This is an optimization exercise on Yosys and OpenROAD, whose aim is small area, a short achievable clock period and few clock cycles per item, not a production implementation.

==> inputs of raven <==
==> flow/design.v (excerpt) <==
module disk_chs_lba_translate (
  input  logic        clk_i,
  input  logic        rst_ni,
  input  logic        in_valid_i,
  output logic        in_ready_o,
  input  logic        in_func_i,
  input  logic [15:0] in_cylinder_i,
  input  logic [7:0]  in_head_i,
  input  logic [7:0]  in_sector_i,
  input  logic [31:0] in_block_i,
  input  logic        in_wide_i,
  output logic        out_valid_o,
  input  logic        out_ready_i,
  output logic [31:0] out_block_o,
  output logic [15:0] out_cylinder_o,
  output logic [7:0]  out_head_o,
  output logic [7:0]  out_sector_o,
  output logic        out_addr_valid_o,
  input  logic        cfg_valid_i,
  output logic        cfg_ready_o,
  input  logic [7:0]  cfg_index_i,
  input  logic [15:0] cfg_value_i
);
  logic [11:0] cyl_cnt_q;
  logic [7:0]  head_cnt_q;
  logic [7:0]  sec_narrow_q;
  logic [7:0]  sec_wide_q;
  logic [15:0] sh_narrow_q;    
  logic [15:0] sh_wide_q;      
  logic        sh_busy_q;
  logic [2:0]  sh_bit_q;
  assign cfg_ready_o = 1'b1;
  always_ff @(posedge clk_i or negedge rst_ni) begin
    if (!rst_ni) begin
      cyl_cnt_q    <= 12'd815;
      head_cnt_q   <= 8'd19;
      sec_narrow_q <= 8'd22;
      sec_wide_q   <= 8'd20;
    end else if (cfg_valid_i) begin
      case (cfg_index_i)
        8'd0: cyl_cnt_q    <= cfg_value_i[11:0];
        8'd1: head_cnt_q   <= cfg_value_i[7:0];
        8'd2: sec_narrow_q <= cfg_value_i[7:0];
        8'd3: sec_wide_q   <= cfg_value_i[7:0];
        default: ;
      endcase
    end
  end
  logic sh_start;
  assign sh_start = cfg_valid_i && (cfg_index_i[7:2] == 6'd0) && (cfg_index_i[1:0] != 2'd0);
  always_ff @(posedge clk_i or negedge rst_ni) begin
    if (!rst_ni) begin
      sh_narrow_q <= 16'd418;
      sh_wide_q   <= 16'd380;
      sh_busy_q   <= 1'b0;
      sh_bit_q    <= 3'd7;
  ...
clock: 9.0 ns
lec_check: 0
cap_margin: 20
core_margin: 2
core_utilization: 40
setup_slack_margin: 5
slew_margin: 20
run.sh (not shown) runs the stock make flow with config.mk's settings and CLKGATE_MAP_FILE= SYNTH_SCRIPT=/design/flow/synth_recipe.tcl, a recipe that flattens the netlist after the stock synthesis.
==> sierra (differences from raven) <==
--- a/flow/design.v
+++ b/flow/design.v
@@ -220,16 +220,15 @@
     df[0] = t[0] ^ dd[0];
     for (int i = 1; i <= 8; i++) df[i] = t[i] ^ dd[i] ^ bo[i-1];
     div_row8 = bo[8] ? {1'b0, t[7:0]} : {1'b1, df[7:0]};
   endfunction
   logic [20:0] vld_q;
   logic       en;
-  logic       skid_full_q;
-  assign en          = ~skid_full_q;
+  assign en          = ~vld_q[20] | out_ready_i;
   assign in_ready_o  = en & ~sh_busy_q;
-  assign out_valid_o = skid_full_q | vld_q[20];
+  assign out_valid_o = vld_q[20];
   always_ff @(posedge clk_i or negedge rst_ni) begin
     if (!rst_ni) begin
       vld_q <= '0;
     end else if (en) begin
       vld_q <= {vld_q[19:0], in_valid_i & ~sh_busy_q};
     end
@@ -330,13 +329,13 @@
     d16  = '0;
     d8   = '0;
     d16 = div_row16(v[27:12], v[11], sh_k);
     v   = {(d16[16] && func_q1) ? d16[15:0] : v[26:11], v[10:0], func_q1 ? d16[16] : v[27]};
     if (!func_q1) begin
       f = {w_q1[0], w_q1[27], w_q1[26], w_q1[25], w_q1[24], w_q1[23], w_q1[22], w_q1[21], w_q1[20], w_q1[19], w_q1[18], w_q1[17], w_q1[16], w_q1[15], w_q1[14], w_q1[13], w_q1[12], w_q1[11], w_q1[10], w_q1[9], w_q1[8], w_q1[7], w_q1[6], w_q1[5], w_q1[4], w_q1[3], w_q1[2], w_q1[1]};
-      f = {f[27:10], 10'(f[8+:2] * s_k) + 10'(f[7:0])};
+      f = {f[27:12], 12'(f[8+:4] * s_k) + 12'(f[7:0])};
       v = {f[25], f[24], f[23], f[22], f[21], f[20], f[19], f[18], f[17], f[16], f[15], f[14], f[13], f[12], f[11], f[10], f[9], f[8], f[7], f[6], f[5], f[4], f[3], f[2], f[1], f[0], f[27], f[26]};
     end
     w_c2 = v;
   end
   logic        func_q2, wide_q2, bad_q2;
   logic [27:0] w_q2;
@@ -364,17 +363,12 @@
     v    = w_q2;
     f    = '0;
     d16  = '0;
     d8   = '0;
     d16 = div_row16(v[27:12], v[11], sh_k);
     v   = {(d16[16] && func_q2) ? d16[15:0] : v[26:11], v[10:0], func_q2 ? d16[16] : v[27]};
-    if (!func_q2) begin
-      f = {w_q2[1], w_q2[0], w_q2[27], w_q2[26], w_q2[25], w_q2[24], w_q2[23], w_q2[22], w_q2[21], w_q2[20], w_q2[19], w_q2[18], w_q2[17], w_q2[16], w_q2[15], w_q2[14], w_q2[13], w_q2[12], w_q2[11], w_q2[10], w_q2[9], w_q2[8], w_q2[7], w_q2[6], w_q2[5], w_q2[4], w_q2[3], w_q2[2]};
-      f = {f[27:12], 10'(f[10+:2] * s_k) + 10'(f[9:2]), f[1:0]};
-      v = {f[24], f[23], f[22], f[21], f[20], f[19], f[18], f[17], f[16], f[15], f[14], f[13], f[12], f[11], f[10], f[9], f[8], f[7], f[6], f[5], f[4], f[3], f[2], f[1], f[0], f[27], f[26], f[25]};
-    end
     w_c3 = v;
   end
   logic        func_q3, wide_q3, bad_q3;
   logic [27:0] w_q3;
   always_ff @(posedge clk_i) begin
     if (en) begin
@@ -402,13 +396,13 @@
     d16  = '0;
     d8   = '0;
     d16 = div_row16(v[27:12], v[11], sh_k);
     v   = {(d16[16] && func_q3) ? d16[15:0] : v[26:11], v[10:0], func_q3 ? d16[16] : v[27]};
     if (!func_q3) begin
       f = {w_q3[2], w_q3[1], w_q3[0], w_q3[27], w_q3[26], w_q3[25], w_q3[24], w_q3[23], w_q3[22], w_q3[21], w_q3[20], w_q3[19], w_q3[18], w_q3[17], w_q3[16], w_q3[15], w_q3[14], w_q3[13], w_q3[12], w_q3[11], w_q3[10], w_q3[9], w_q3[8], w_q3[7], w_q3[6], w_q3[5], w_q3[4], w_q3[3]};
-      f = {f[27:14], 10'(f[12+:2] * s_k) + 10'(f[11:4]), f[3:0]};
+      f = {f[27:16], 12'(f[12+:4] * s_k) + 12'(f[11:4]), f[3:0]};
       v = {f[23], f[22], f[21], f[20], f[19], f[18], f[17], f[16], f[15], f[14], f[13], f[12], f[11], f[10], f[9], f[8], f[7], f[6], f[5], f[4], f[3], f[2], f[1], f[0], f[27], f[26], f[25], f[24]};
     end
     w_c4 = v;
   end
   logic        func_q4, wide_q4, bad_q4;
   logic [27:0] w_q4;
@@ -436,17 +430,12 @@
     v    = w_q4;
     f    = '0;
     d16  = '0;
     d8   = '0;
     d16 = div_row16(v[27:12], v[11], sh_k);
     v   = {(d16[16] && func_q4) ? d16[15:0] : v[26:11], v[10:0], func_q4 ? d16[16] : v[27]};
-    if (!func_q4) begin
-      f = {w_q4[3], w_q4[2], w_q4[1], w_q4[0], w_q4[27], w_q4[26], w_q4[25], w_q4[24], w_q4[23], w_q4[22], w_q4[21], w_q4[20], w_q4[19], w_q4[18], w_q4[17], w_q4[16], w_q4[15], w_q4[14], w_q4[13], w_q4[12], w_q4[11], w_q4[10], w_q4[9], w_q4[8], w_q4[7], w_q4[6], w_q4[5], w_q4[4]};
-      f = {f[27:16], 10'(f[14+:2] * s_k) + 10'(f[13:6]), f[5:0]};
-      v = {f[22], f[21], f[20], f[19], f[18], f[17], f[16], f[15], f[14], f[13], f[12], f[11], f[10], f[9], f[8], f[7], f[6], f[5], f[4], f[3], f[2], f[1], f[0], f[27], f[26], f[25], f[24], f[23]};
-    end
     w_c5 = v;
   end
   logic        func_q5, wide_q5, bad_q5;
   logic [27:0] w_q5;
   always_ff @(posedge clk_i) begin
     if (en) begin
@@ -474,13 +463,13 @@
     d16  = '0;
     d8   = '0;
     d16 = div_row16(v[27:12], v[11], sh_k);
     v   = {(d16[16] && func_q5) ? d16[15:0] : v[26:11], v[10:0], func_q5 ? d16[16] : v[27]};
     if (!func_q5) begin
       f = {w_q5[4], w_q5[3], w_q5[2], w_q5[1], w_q5[0], w_q5[27], w_q5[26], w_q5[25], w_q5[24], w_q5[23], w_q5[22], w_q5[21], w_q5[20], w_q5[19], w_q5[18], w_q5[17], w_q5[16], w_q5[15], w_q5[14], w_q5[13], w_q5[12], w_q5[11], w_q5[10], w_q5[9], w_q5[8], w_q5[7], w_q5[6], w_q5[5]};
-      f = {f[27:18], 18'(f[16+:2] * sh_k) + 18'(f[15:0])};
+      f = {f[27:19], 19'(f[16+:3] * sh_k) + 19'(f[15:0])};
       v = {f[21], f[20], f[19], f[18], f[17], f[16], f[15], f[14], f[13], f[12], f[11], f[10], f[9], f[8], f[7], f[6], f[5], f[4], f[3], f[2], f[1], f[0], f[27], f[26], f[25], f[24], f[23], f[22]};
     end
     w_c6 = v;
   end
   logic        func_q6, wide_q6, bad_q6;
   logic [27:0] w_q6;
@@ -508,17 +497,12 @@
     v    = w_q6;
     f    = '0;
     d16  = '0;
     d8   = '0;
     d16 = div_row16(v[27:12], v[11], sh_k);
     v   = {(d16[16] && func_q6) ? d16[15:0] : v[26:11], v[10:0], func_q6 ? d16[16] : v[27]};
-    if (!func_q6) begin
-      f = {w_q6[5], w_q6[4], w_q6[3], w_q6[2], w_q6[1], w_q6[0], w_q6[27], w_q6[26], w_q6[25], w_q6[24], w_q6[23], w_q6[22], w_q6[21], w_q6[20], w_q6[19], w_q6[18], w_q6[17], w_q6[16], w_q6[15], w_q6[14], w_q6[13], w_q6[12], w_q6[11], w_q6[10], w_q6[9], w_q6[8], w_q6[7], w_q6[6]};
-      f = {f[27:20], 18'(f[18+:2] * sh_k) + 18'(f[17:2]), f[1:0]};
-      v = {f[20], f[19], f[18], f[17], f[16], f[15], f[14], f[13], f[12], f[11], f[10], f[9], f[8], f[7], f[6], f[5], f[4], f[3], f[2], f[1], f[0], f[27], f[26], f[25], f[24], f[23], f[22], f[21]};
-    end
     w_c7 = v;
   end
   logic        func_q7, wide_q7, bad_q7;
   logic [27:0] w_q7;
   always_ff @(posedge clk_i) begin
     if (en) begin
@@ -546,13 +530,13 @@
     d16  = '0;
     d8   = '0;
     d16 = div_row16(v[27:12], v[11], sh_k);
     v   = {(d16[16] && func_q7) ? d16[15:0] : v[26:11], v[10:0], func_q7 ? d16[16] : v[27]};
     if (!func_q7) begin
       f = {w_q7[6], w_q7[5], w_q7[4], w_q7[3], w_q7[2], w_q7[1], w_q7[0], w_q7[27], w_q7[26], w_q7[25], w_q7[24], w_q7[23], w_q7[22], w_q7[21], w_q7[20], w_q7[19], w_q7[18], w_q7[17], w_q7[16], w_q7[15], w_q7[14], w_q7[13], w_q7[12], w_q7[11], w_q7[10], w_q7[9], w_q7[8], w_q7[7]};
-      f = {f[27:22], 18'(f[20+:2] * sh_k) + 18'(f[19:4]), f[3:0]};
+      f = {f[27:22], 19'(f[19+:3] * sh_k) + 19'(f[18:3]), f[2:0]};
       v = {f[19], f[18], f[17], f[16], f[15], f[14], f[13], f[12], f[11], f[10], f[9], f[8], f[7], f[6], f[5], f[4], f[3], f[2], f[1], f[0], f[27], f[26], f[25], f[24], f[23], f[22], f[21], f[20]};
     end
     w_c8 = v;
   end
   logic        func_q8, wide_q8, bad_q8;
   logic [27:0] w_q8;
@@ -580,17 +564,12 @@
     v    = w_q8;
     f    = '0;
     d16  = '0;
     d8   = '0;
     d16 = div_row16(v[27:12], v[11], sh_k);
     v   = {(d16[16] && func_q8) ? d16[15:0] : v[26:11], v[10:0], func_q8 ? d16[16] : v[27]};
-    if (!func_q8) begin
-      f = {w_q8[7], w_q8[6], w_q8[5], w_q8[4], w_q8[3], w_q8[2], w_q8[1], w_q8[0], w_q8[27], w_q8[26], w_q8[25], w_q8[24], w_q8[23], w_q8[22], w_q8[21], w_q8[20], w_q8[19], w_q8[18], w_q8[17], w_q8[16], w_q8[15], w_q8[14], w_q8[13], w_q8[12], w_q8[11], w_q8[10], w_q8[9], w_q8[8]};
-      f = {f[27:24], 18'(f[22+:2] * sh_k) + 18'(f[21:6]), f[5:0]};
-      v = {f[18], f[17], f[16], f[15], f[14], f[13], f[12], f[11], f[10], f[9], f[8], f[7], f[6], f[5], f[4], f[3], f[2], f[1], f[0], f[27], f[26], f[25], f[24], f[23], f[22], f[21], f[20], f[19]};
-    end
     w_c9 = v;
   end
   logic        func_q9, wide_q9, bad_q9;
   logic [27:0] w_q9;
   always_ff @(posedge clk_i) begin
     if (en) begin
@@ -618,13 +597,13 @@
     d16  = '0;
     d8   = '0;
     d16 = div_row16(v[27:12], v[11], sh_k);
     v   = {(d16[16] && func_q9) ? d16[15:0] : v[26:11], v[10:0], func_q9 ? d16[16] : v[27]};
     if (!func_q9) begin
       f = {w_q9[8], w_q9[7], w_q9[6], w_q9[5], w_q9[4], w_q9[3], w_q9[2], w_q9[1], w_q9[0], w_q9[27], w_q9[26], w_q9[25], w_q9[24], w_q9[23], w_q9[22], w_q9[21], w_q9[20], w_q9[19], w_q9[18], w_q9[17], w_q9[16], w_q9[15], w_q9[14], w_q9[13], w_q9[12], w_q9[11], w_q9[10], w_q9[9]};
-      f = {f[27:26], 18'(f[24+:2] * sh_k) + 18'(f[23:8]), f[7:0]};
+      f = {f[27:25], 19'(f[22+:3] * sh_k) + 19'(f[21:6]), f[5:0]};
       v = {f[17], f[16], f[15], f[14], f[13], f[12], f[11], f[10], f[9], f[8], f[7], f[6], f[5], f[4], f[3], f[2], f[1], f[0], f[27], f[26], f[25], f[24], f[23], f[22], f[21], f[20], f[19], f[18]};
     end
     w_c10 = v;
   end
   logic        func_q10, wide_q10, bad_q10;
   logic [27:0] w_q10;
@@ -652,17 +631,12 @@
     v    = w_q10;
     f    = '0;
     d16  = '0;
     d8   = '0;
     d16 = div_row16(v[27:12], v[11], sh_k);
     v   = {(d16[16] && func_q10) ? d16[15:0] : v[26:11], v[10:0], func_q10 ? d16[16] : v[27]};
-    if (!func_q10) begin
-      f = {w_q10[9], w_q10[8], w_q10[7], w_q10[6], w_q10[5], w_q10[4], w_q10[3], w_q10[2], w_q10[1], w_q10[0], w_q10[27], w_q10[26], w_q10[25], w_q10[24], w_q10[23], w_q10[22], w_q10[21], w_q10[20], w_q10[19], w_q10[18], w_q10[17], w_q10[16], w_q10[15], w_q10[14], w_q10[13], w_q10[12], w_q10[11], w_q10[10]};
-      f = {18'(f[26+:2] * sh_k) + 18'(f[25:10]), f[9:0]};
-      v = {f[16], f[15], f[14], f[13], f[12], f[11], f[10], f[9], f[8], f[7], f[6], f[5], f[4], f[3], f[2], f[1], f[0], f[27], f[26], f[25], f[24], f[23], f[22], f[21], f[20], f[19], f[18], f[17]};
-    end
     w_c11 = v;
   end
   logic        func_q11, wide_q11, bad_q11;
   logic [27:0] w_q11;
   always_ff @(posedge clk_i) begin
     if (en) begin
@@ -688,12 +662,17 @@
     v    = w_q11;
     f    = '0;
     d16  = '0;
     d8   = '0;
     d16 = div_row16(v[27:12], v[11], sh_k);
     v   = {(d16[16] && func_q11) ? d16[15:0] : v[26:11], v[10:0], func_q11 ? d16[16] : v[27]};
+    if (!func_q11) begin
+      f = {w_q11[10], w_q11[9], w_q11[8], w_q11[7], w_q11[6], w_q11[5], w_q11[4], w_q11[3], w_q11[2], w_q11[1], w_q11[0], w_q11[27], w_q11[26], w_q11[25], w_q11[24], w_q11[23], w_q11[22], w_q11[21], w_q11[20], w_q11[19], w_q11[18], w_q11[17], w_q11[16], w_q11[15], w_q11[14], w_q11[13], w_q11[12], w_q11[11]};
+      f = {19'(f[25+:3] * sh_k) + 19'(f[24:9]), f[8:0]};
+      v = {f[15], f[14], f[13], f[12], f[11], f[10], f[9], f[8], f[7], f[6], f[5], f[4], f[3], f[2], f[1], f[0], f[27], f[26], f[25], f[24], f[23], f[22], f[21], f[20], f[19], f[18], f[17], f[16]};
+    end
     w_c12 = v;
   end
   logic        func_q12, wide_q12, bad_q12;
   logic [27:0] w_q12;
   always_ff @(posedge clk_i) begin
     if (en) begin
@@ -971,48 +950,25 @@
     d16  = '0;
     d8   = '0;
     w_e = v;
   end
   logic        ok_e;
   logic [27:0] blk_e;
-  logic        skid_func_q, skid_bad_q;
-  logic [27:0] skid_w_q;
-  logic        func_o, bad_o;
-  logic [27:0] w_o;
-  always_ff @(posedge clk_i or negedge rst_ni) begin
-    if (!rst_ni) begin
-      skid_full_q <= 1'b0;
-    end else if (skid_full_q) begin
-      skid_full_q <= ~out_ready_i;
-    end else begin
-      skid_full_q <= vld_q[20] & ~out_ready_i;
-    end
-  end
-  always_ff @(posedge clk_i) begin
-    if (!skid_full_q) begin
-      skid_func_q <= func_e;
-      skid_bad_q  <= bad_e;
-      skid_w_q    <= w_e;
-    end
-  end
-  assign func_o = skid_full_q ? skid_func_q : func_e;
-  assign bad_o  = skid_full_q ? skid_bad_q : bad_e;
-  assign w_o    = skid_full_q ? skid_w_q : w_e;
-  assign ok_e  = !bad_o;
-  assign blk_e = {w_o[27], w_o[26], w_o[25], w_o[24], w_o[23], w_o[22], w_o[21], w_o[20], w_o[19], w_o[18], w_o[17], w_o[16], w_o[7], w_o[6], w_o[5], w_o[4], w_o[3], w_o[2], w_o[1], w_o[0], w_o[15], w_o[14], w_o[13], w_o[12], w_o[11], w_o[10], w_o[9], w_o[8]};
+  assign ok_e  = !bad_e;
+  assign blk_e = {w_e[27], w_e[26], w_e[25], w_e[24], w_e[23], w_e[22], w_e[21], w_e[20], w_e[19], w_e[18], w_e[17], w_e[16], w_e[7], w_e[6], w_e[5], w_e[4], w_e[3], w_e[2], w_e[1], w_e[0], w_e[15], w_e[14], w_e[13], w_e[12], w_e[11], w_e[10], w_e[9], w_e[8]};
   always_comb begin
     out_block_o    = '0;
     out_cylinder_o = '0;
     out_head_o     = '0;
     out_sector_o   = '0;
-    if (!func_o) begin
+    if (!func_e) begin
       out_block_o = ok_e ? {4'd0, blk_e} : '1;
     end else if (ok_e) begin
-      out_cylinder_o = {4'd0, w_o[27:16]};
-      out_head_o     = w_o[7:0];
-      out_sector_o   = w_o[15:8];
+      out_cylinder_o = {4'd0, w_e[27:16]};
+      out_head_o     = w_e[7:0];
+      out_sector_o   = w_e[15:8];
     end else begin
       out_cylinder_o = '1;
       out_head_o     = '1;
       out_sector_o   = '1;
     end
   end
- SETUP_SLACK_MARGIN: 5 -> 4.5
==> summary.txt <==
item	raven	sierra
Number of nets in the final layout	6,183	5,862
Post-Synthesis Net Count	5,930	5,643
Met1 track utilization from global routing	28.0%	26.2%
Bufs and invs on worst path	5	2
Leading cell type in the layout, fill and taps excluded	edfxtp_1	inv_1
Slack of the worst reg-to-reg path	4870 ps	4520 ps
Number of clock buffers in the layout	117	108
Area of the mapped netlist	54,800 um^2	52,900 um^2
Final hold slack	406 ps	374 ps
Cell row count	135	133
FFs & Latches	774	743
Sequential share of cell area	35.0%	35.8%
Footprint of the multi-input gates	30,300 um^2	28,400 um^2
Via density	5.34	5.18
Result of the run	finished clean	finished clean
Maximum number of pins on one net before global-route repair	179	199
Overall die width	374 um	368 um
Inverters	631	706
Post-place instance area	58,200 um^2	56,400 um^2
Clock Sinks	774	743
Data arrival time of the critical path	2430 ps	2690 ps
Total number of tap cells	1,781	1,755
Placed Cells	6,963	6,659
Die boundary height	374 um	368 um
Syn-to-layout area delta	17.6%	16.0%
No run of this note included a check of the RTL's function; only the layout flow was run.

## re-timing with driven ports
The results above use ideal ports. As a check the final layouts listed here were re-extracted and re-timed, cells and wires unchanged. Step 1 sets driving cells, clkbuf_16 on the clock port and buf_2 on the other inputs (assumed; they add their load-dependent delay and slew). Step 2, shift: input delay + t, output delay - t, t = (earliest + latest rising clock arrival at the registers) / 2. This alone moves slack from input paths to output paths. a / b / c = ideal / step 1 / step 2; a / b = the first two.
| run | t (ns) | setup WS [ns] | hold slack, ns |
|---|---|---|---|
| raven | 0.752 | 4.768 / 4.692 / 4.435 | 0.406 / 0.406 / 0.406 |
| sierra | 0.766 | 4.513 / 4.484 / 4.056 | 0.374 / 0.374 / 0.374 |
After both steps setup and hold are still met in every run listed. The setup slack of sierra, which loses most, moves by -0.029 ns with the drivers and by -0.457 ns with both steps.
